Context: an optimization exercise on an open-source flow, tuned for small area, a short achievable clock period and few clock cycles per item. The choices shown serve that exercise and are no tape-out recipe. No functional check of the RTL was part of this run. Power and IR drop assume default switching activity.

==> flow/design.v <==
`default_nettype none
package pal_pkg;
  localparam int PAL_CAPACITY = 128;
  localparam int CMD_W = 2;
  localparam int POS_W = 8;
  localparam int VAL_W = 32;
  localparam int STS_W = 2;
  localparam int IDX_W = 7;
  localparam int LEN_W = 8;
  typedef enum logic [CMD_W-1:0] {
    CMD_INSERT = 2'd0,
    CMD_DELETE = 2'd1,
    CMD_LOCATE = 2'd2
  } pal_cmd_t;
  typedef enum logic [STS_W-1:0] {
    ST_OK       = 2'd0,
    ST_BAD      = 2'd1,
    ST_NOTFOUND = 2'd2
  } pal_status_t;
  typedef enum logic [1:0] {
    S_IDLE,
    S_SCAN,
    S_FINISH
  } pal_state_t;
endpackage
`default_nettype wire
`default_nettype none
import pal_pkg::*;
module pal_store #(
  parameter int CAPACITY = pal_pkg::PAL_CAPACITY,
  localparam int ADDR_W  = $clog2(CAPACITY)
) (
  input  wire logic                      clk,
  input  wire logic                      phase,     
  input  wire logic                      shift,     
  input  wire logic                      load,      
  input  wire logic [ADDR_W-1:0]         slot,      
  input  wire logic [ADDR_W-1:0]         x,         
  input  wire logic [ADDR_W-1:0]         y,
  input  wire logic                      r_wrap,    
  input  wire logic                      r_some,    
  input  wire logic                      r_all,     
  input  wire logic [pal_pkg::VAL_W-1:0] val,       
  output      logic [CAPACITY-1:0]       match,     
  output      logic [pal_pkg::VAL_W-1:0] rd_data    
);
  logic [VAL_W-1:0]    ent [CAPACITY];
  logic [VAL_W-1:0]    valp;    
  logic [VAL_W-1:0]    rd_raw;
  logic [CAPACITY-1:0] at;      
  assign valp = val ^ {VAL_W{phase}};
  for (genvar i = 0; i < CAPACITY; i++) begin : g_ent
    logic gt_x, le_y, in_r;
    logic s_up, s_ld, s_hd;
    assign gt_x = (ADDR_W'(i) > x);
    assign le_y = (ADDR_W'(i) <= y);
    assign in_r = r_all | (r_some & (r_wrap ? (gt_x | le_y) : (gt_x & le_y)));
    assign at[i] = (ADDR_W'(i) == slot);
    assign s_up = shift & in_r;
    assign s_ld = load & at[i];
    assign s_hd = ~(s_up | s_ld);
    always_ff @(posedge clk) begin
      ent[i] <= ~(({VAL_W{s_hd}} & ent[i]) |
                  ({VAL_W{s_up}} & ent[(i + CAPACITY - 1) % CAPACITY]) |
                  ({VAL_W{s_ld}} & valp));
    end
    assign match[i] = (ent[i] == valp) && in_r;
  end
  always_comb begin
    rd_raw = '0;
    for (int i = 0; i < CAPACITY; i++) begin
      rd_raw = rd_raw | (ent[i] & {VAL_W{at[i]}});
    end
    rd_data = rd_raw ^ {VAL_W{phase}};
  end
endmodule
`default_nettype wire
`default_nettype none
import pal_pkg::*;
module pal_seq #(
  parameter int CAPACITY = pal_pkg::PAL_CAPACITY,
  localparam int ADDR_W  = $clog2(CAPACITY),
  localparam int CNT_W   = $clog2(CAPACITY + 1)
) (
  input  wire logic                      clk,
  input  wire logic                      rst,
  input  wire logic                      req_valid,
  output      logic                      req_ready,
  input  wire logic [pal_pkg::CMD_W-1:0] req_command,
  input  wire logic [pal_pkg::POS_W-1:0] req_position,
  input  wire logic [pal_pkg::VAL_W-1:0] req_item_value,
  output      logic                      rsp_valid,
  input  wire logic                      rsp_ready,
  output      logic [pal_pkg::STS_W-1:0] rsp_status,
  output      logic [pal_pkg::VAL_W-1:0] rsp_removed_value,
  output      logic [pal_pkg::IDX_W-1:0] rsp_found_index,
  output      logic [pal_pkg::LEN_W-1:0] rsp_list_length,
  output      logic                      st_phase,
  output      logic                      st_shift,
  output      logic                      st_load,
  output      logic [ADDR_W-1:0]         st_slot,
  output      logic [ADDR_W-1:0]         st_x,
  output      logic [ADDR_W-1:0]         st_y,
  output      logic                      st_wrap,
  output      logic                      st_some,
  output      logic                      st_all,
  output      logic [pal_pkg::VAL_W-1:0] st_val,
  input  wire logic [CAPACITY-1:0]       st_match,
  input  wire logic [pal_pkg::VAL_W-1:0] st_rd_data
);
  localparam int CMP_W = ((CNT_W > POS_W) ? CNT_W : POS_W) + 1;
  logic [CNT_W-1:0]  count;
  logic [ADDR_W-1:0] head;
  logic              phase;
  logic              a_valid;
  logic [CMD_W-1:0]  a_cmd;
  logic              a_ins;
  logic              a_del;
  logic [ADDR_W-1:0] a_slot;
  logic [ADDR_W-1:0] a_x;
  logic [ADDR_W-1:0] a_y;
  logic              a_wrap;
  logic              a_some;
  logic              a_all;
  logic [VAL_W-1:0]  a_val;
  logic [CNT_W-1:0]  a_len;
  logic [ADDR_W-1:0] a_head;
  logic              b_valid;
  logic [CMD_W-1:0]  b_cmd;
  logic              b_ok;
  logic [CNT_W-1:0]  b_len;
  logic [ADDR_W-1:0] b_head;
  logic [VAL_W-1:0]  b_removed;
  logic [CAPACITY-1:0] b_match;
  logic [1:0]        q_cnt;
  logic              o_valid;
  logic [STS_W-1:0]  o_status,  s_status;
  logic [VAL_W-1:0]  o_removed, s_removed;
  logic [IDX_W-1:0]  o_index,   s_index;
  logic [LEN_W-1:0]  o_length,  s_length;
  logic              accept, exec, move_b, take;
  logic [CMP_W-1:0]  posx, cntx;
  logic              ok_ins, ok_del;
  logic [CNT_W-1:0]  count_next;
  logic [ADDR_W-1:0] pslot, eslot;
  logic [ADDR_W-1:0] rx, ry;
  logic              rsome, rall;
  logic              a_valid_next, b_valid_next;
  logic [1:0]        q_cnt_next;
  logic [CAPACITY-1:0] match_hi;
  logic              found, found_hi;
  logic [ADDR_W-1:0] fslot, fslot_hi, fslot_any;
  logic [STS_W-1:0]  r_status;
  logic [IDX_W-1:0]  r_index;
  assign take   = o_valid && rsp_ready;
  assign move_b = b_valid && (q_cnt != 2'd2);
  assign exec   = a_valid && (!b_valid || move_b);
  assign accept = req_valid && req_ready;
  assign posx   = CMP_W'(req_position);
  assign cntx   = CMP_W'(count);
  assign ok_ins = (req_command == CMD_INSERT) && (req_position != '0) &&
                  (posx <= cntx + CMP_W'(1)) && (cntx < CMP_W'(CAPACITY));
  assign ok_del = (req_command == CMD_DELETE) && (req_position != '0) && (posx <= cntx);
  always_comb begin
    count_next = count;
    if (ok_ins) count_next = count + CNT_W'(1);
    if (ok_del) count_next = count - CNT_W'(1);
  end
  assign pslot = head + ADDR_W'(req_position) - ADDR_W'(1);
  assign eslot = head + ADDR_W'(count);
  always_comb begin
    rx    = head - ADDR_W'(1);
    ry    = eslot - ADDR_W'(1);
    rsome = (count != '0);
    rall  = (cntx == CMP_W'(CAPACITY));
    case (req_command)
      CMD_INSERT: begin
        rx    = pslot;
        ry    = eslot;
        rsome = (posx <= cntx);
        rall  = 1'b0;
      end
      CMD_DELETE: begin
        rx    = head;
        ry    = pslot;
        rsome = (posx >= CMP_W'(2));
        rall  = 1'b0;
      end
      default: ;
    endcase
  end
  assign st_phase = phase;
  assign st_shift = exec && (a_ins || a_del);
  assign st_load  = exec && a_ins;
  assign st_slot  = a_slot;
  assign st_x     = a_x;
  assign st_y     = a_y;
  assign st_wrap  = a_wrap;
  assign st_some  = a_some;
  assign st_all   = a_all;
  assign st_val   = a_val;
  always_comb begin
    for (int i = 0; i < CAPACITY; i++) begin
      match_hi[i] = b_match[i] && (ADDR_W'(i) >= b_head);
    end
    found     = |b_match;
    found_hi  = |match_hi;
    fslot_hi  = '0;
    fslot_any = '0;
    for (int i = CAPACITY - 1; i >= 0; i--) begin
      if (match_hi[i]) fslot_hi  = ADDR_W'(i);
      if (b_match[i])  fslot_any = ADDR_W'(i);
    end
    fslot = found_hi ? fslot_hi : fslot_any;
  end
  always_comb begin
    r_status = ST_BAD;
    r_index  = '0;
    case (b_cmd)
      CMD_INSERT: if (b_ok) r_status = ST_OK;
      CMD_DELETE: if (b_ok) r_status = ST_OK;
      CMD_LOCATE: begin
        if (found) begin
          r_status = ST_OK;
          r_index  = IDX_W'(fslot - b_head);
        end else begin
          r_status = ST_NOTFOUND;
        end
      end
      default: r_status = ST_BAD;
    endcase
  end
  always_comb begin
    a_valid_next = a_valid;
    if (exec)   a_valid_next = 1'b0;
    if (accept) a_valid_next = 1'b1;
    b_valid_next = b_valid;
    if (move_b) b_valid_next = 1'b0;
    if (exec)   b_valid_next = 1'b1;
    q_cnt_next = q_cnt;
    case ({move_b, take})
      2'b10:   q_cnt_next = q_cnt + 2'd1;
      2'b01:   q_cnt_next = q_cnt - 2'd1;
      default: q_cnt_next = q_cnt;
    endcase
  end
  always_ff @(posedge clk) begin
    if (rst) begin
      count     <= '0;
      head      <= '0;
      phase     <= 1'b0;
      a_valid   <= 1'b0;
      b_valid   <= 1'b0;
      q_cnt     <= 2'd0;
      o_valid   <= 1'b0;
      req_ready <= 1'b1;
    end else begin
      phase     <= ~phase;
      if (accept) begin
        count <= count_next;
        if (ok_del) head <= head + ADDR_W'(1);
      end
      a_valid   <= a_valid_next;
      b_valid   <= b_valid_next;
      q_cnt     <= q_cnt_next;
      o_valid   <= (q_cnt_next != 2'd0);
      req_ready <= !a_valid_next || !b_valid_next || (q_cnt_next != 2'd2);
    end
  end
  always_ff @(posedge clk) begin
    if (accept) begin
      a_cmd  <= req_command;
      a_ins  <= ok_ins;
      a_del  <= ok_del;
      a_slot <= pslot;
      a_x    <= rx;
      a_y    <= ry;
      a_wrap <= (rx > ry);
      a_some <= rsome;
      a_all  <= rall;
      a_val  <= req_item_value;
      a_len  <= count_next;
      a_head <= head;
    end
  end
  always_ff @(posedge clk) begin
    if (exec) begin
      b_cmd     <= a_cmd;
      b_ok      <= a_ins | a_del;
      b_len     <= a_len;
      b_head    <= a_head;
      b_removed <= a_del ? st_rd_data : '0;
      b_match   <= st_match;
    end
  end
  always_ff @(posedge clk) begin
    if (q_cnt == 2'd0 || take) begin
      if (q_cnt == 2'd2) begin
        o_status  <= s_status;
        o_removed <= s_removed;
        o_index   <= s_index;
        o_length  <= s_length;
      end else begin
        o_status  <= r_status;
        o_removed <= b_removed;
        o_index   <= r_index;
        o_length  <= LEN_W'(b_len);
      end
    end
    if (q_cnt == 2'd1 && !take) begin
      s_status  <= r_status;
      s_removed <= b_removed;
      s_index   <= r_index;
      s_length  <= LEN_W'(b_len);
    end
  end
  assign rsp_valid         = o_valid;
  assign rsp_status        = o_status;
  assign rsp_removed_value = o_removed;
  assign rsp_found_index   = o_index;
  assign rsp_list_length   = o_length;
endmodule
`default_nettype wire
`default_nettype none
import pal_pkg::*;
module positional_array_list_unit #(
  parameter int CAPACITY = pal_pkg::PAL_CAPACITY
) (
  input  wire logic                      clk,
  input  wire logic                      rst,
  input  wire logic                      req_valid,
  output      logic                      req_ready,
  input  wire logic [pal_pkg::CMD_W-1:0] req_command,
  input  wire logic [pal_pkg::POS_W-1:0] req_position,
  input  wire logic [pal_pkg::VAL_W-1:0] req_item_value,
  output      logic                      rsp_valid,
  input  wire logic                      rsp_ready,
  output      logic [pal_pkg::STS_W-1:0] rsp_status,
  output      logic [pal_pkg::VAL_W-1:0] rsp_removed_value,
  output      logic [pal_pkg::IDX_W-1:0] rsp_found_index,
  output      logic [pal_pkg::LEN_W-1:0] rsp_list_length
);
  localparam int ADDR_W = $clog2(CAPACITY);
  logic                st_phase;
  logic                st_shift;
  logic                st_load;
  logic [ADDR_W-1:0]   st_slot;
  logic [ADDR_W-1:0]   st_x;
  logic [ADDR_W-1:0]   st_y;
  logic                st_wrap;
  logic                st_some;
  logic                st_all;
  logic [VAL_W-1:0]    st_val;
  logic [CAPACITY-1:0] st_match;
  logic [VAL_W-1:0]    st_rd_data;
  pal_store #(.CAPACITY(CAPACITY)) u_store (
    .clk     (clk),
    .phase   (st_phase),
    .shift   (st_shift),
    .load    (st_load),
    .slot    (st_slot),
    .x       (st_x),
    .y       (st_y),
    .r_wrap  (st_wrap),
    .r_some  (st_some),
    .r_all   (st_all),
    .val     (st_val),
    .match   (st_match),
    .rd_data (st_rd_data)
  );
  pal_seq #(.CAPACITY(CAPACITY)) u_seq (
    .clk               (clk),
    .rst               (rst),
    .req_valid         (req_valid),
    .req_ready         (req_ready),
    .req_command       (req_command),
    .req_position      (req_position),
    .req_item_value    (req_item_value),
    .rsp_valid         (rsp_valid),
    .rsp_ready         (rsp_ready),
    .rsp_status        (rsp_status),
    .rsp_removed_value (rsp_removed_value),
    .rsp_found_index   (rsp_found_index),
    .rsp_list_length   (rsp_list_length),
    .st_phase          (st_phase),
    .st_shift          (st_shift),
    .st_load           (st_load),
    .st_slot           (st_slot),
    .st_x              (st_x),
    .st_y              (st_y),
    .st_wrap           (st_wrap),
    .st_some           (st_some),
    .st_all            (st_all),
    .st_val            (st_val),
    .st_match          (st_match),
    .st_rd_data        (st_rd_data)
  );
endmodule
`default_nettype wire
==> flow/run.sh <==
#!/bin/bash
# synth_recipe.tcl (not shown) runs the flow's synth.tcl, then flattens the netlist and writes it again
# the make line also repeats each setting of config.mk as NAME=value (left out here)
make -C /OpenROAD-flow-scripts/flow DESIGN_CONFIG=/design/flow/config.mk WORK_HOME=/design/flow/orfs CLKGATE_MAP_FILE= SYNTH_SCRIPT=/design/flow/synth_recipe.tcl finish
==> flow/config.mk <==
export PLATFORM = sky130hd
export DESIGN_NAME = positional_array_list_unit
export DESIGN_NICKNAME = positional_array_list_unit
export VERILOG_FILES = /design/flow/design.v
export SDC_FILE = /design/flow/constraint.sdc
export NUM_CORES = 4
export LEC_CHECK = 0
export CAP_MARGIN = 20
export CORE_MARGIN = 2
export CORE_UTILIZATION = 60
export PLACE_DENSITY = 0.68
export SETUP_SLACK_MARGIN = 2.0
export SLEW_MARGIN = 20
==> flow/constraint.sdc <==
create_clock -name core_clock -period 5.5 [get_ports {clk}]
set_input_delay 1.1000 -clock core_clock [delete_from_list [all_inputs] [get_ports {clk}]]
set_output_delay 1.1000 -clock core_clock [all_outputs]
set_load 0.01 [all_outputs]
==> run notes <==
- Run status: stopped before the end
- Last stage reached: 5_1_grt
- Run Error: [ERROR GRT-0116] Global routing finished with congestion. Check the congestion regions in the DRC Viewer.
- The clock drives 4469 sinks.
* Inserted Clock Buffers: 465
* I/O pin cnt: 97
- Yosys warning total: 3
- The die is 632 um wide.
* Unique cell type count in the Yosys netlist: 96
- The via count of the first global-routing pass is 290000.
- Effective utilization at floorplan: 60.3%
* Total standard cell area after synthesis: 236000 sq um
- Most used flip-flop cell after synthesis: dfxtp_1
- Number of cells in the design after placement: 30800
- Number of port buffers: 96
- Number of rows created at floorplan: 230
- After synthesis, the mean cell area works out to 8.83 sq um.
- For this run the aggregate overflow at the end of global routing stands at 71000.
- The H-tree was split into 5 levels.
- Clock root buffer master: clkbuf_16
- The synthesized design contains 4469 register bits.
- Weighted congestion reported at the end of routability-driven placement: 2.45
- In this run the vertical extent of the chip is 632 um.
* Syn Nets: 26900
* Instance area at placement: 249000 sq um
* Clock Tree Buf Depth: 4
- Async set-or-reset flop fraction in the synthesized netlist: 0%
- Yosys mapped a number of flops with a built-in enable equal to 351.
* Final HPWL DP: 1690000 um
- Hold buffer count at cts: 0
* Global-route wire length before repair: 3160000 um
- Synthesis produced 26800 cells.
- Total global routing track utilization: 118%
* Maximum number of pins on one net before global-route repair: 86
- Part of the Yosys area used for sequential elements: 39.3%
## layer usage
layer  track usage, %  overflow
met1              113     18600
met4              111      7440
met5             91.0       607
met2              141     36600
met3              102      7666
## logic make-up after synthesis
| logic type | after synthesis | share of synthesized area, % |
|---|---|---|
| buffers and inverters | 2825 | 4.90 |
| adder cells (fa/ha/maj) | 127 | 0.610 |
| multiplexers | 52 | 0.246 |
| AO/OA/AOI/OAI | 7267 | 24.6 |
| AND/OR/NAND/NOR | 7853 | 14.9 |
| flip-flops | 4469 | 39.3 |
| XOR/XNOR | 4173 | 15.5 |
## cells in the mapped netlist, drive strengths merged, types with 64 or more instances
library cell  instances  area [sq um]
a221oi             4101         35900
nand2               873          3280
nor4               1140          7140
dfxtp              4118         82400
a21oi               449          2270
xnor2              4083         35800
nand3                64           325
nor3                327          1650
a22oi              2044         15300
clkbuf             1796          6740
xor2                 90           788
buf                 911          4400
edfxtp              351         10500
inv                 111           417
o21ai               256          1280
nor2               4638         17400
maj3                 68           681
nand4               599          3750
## power by group through the flow
stage / Sequential (mW) / Combinational (mW) / Clock [mW]
2_1_floorplan: 64.8 / 33.1 / 0
3_3_place_gp: 113 / 42.8 / 0
3_5_place_dp: 113 / 44.0 / 0
4_1_cts: 112 / 45.0 / 33.6
## how the worst min path moves through the flow
stage,from,endpoint,slack [ns],depth (start not counted)
floorplan,u_seq.a_cmd[0],u_seq.b_cmd[0],0.40,0
global placement,u_seq.a_head[1],u_seq.b_head[1],0.40,0
detailed placement,u_seq.a_len[5],u_seq.b_len[5],0.40,0
CTS,u_seq.a_len[5],u_seq.b_len[5],0.42,0
## what timing repair did
action	CTS
cloned	27
endpoints found under the setup margin	4011
buffers inserted	357
resized for setup	489
pin swaps	204
## metrics by stage
stage	util (%)	hold slack [ns]	TNS [ns]	total power, mW	setup slack, ns
after global placement	63.5	0.404	-0.453	156	-0.453
after detailed placement	63.5	0.405	-0.489	157	-0.489
after floorplan	-	0.400	0	97.9	1.56
after CTS	69.3	0.422	0	191	0.834
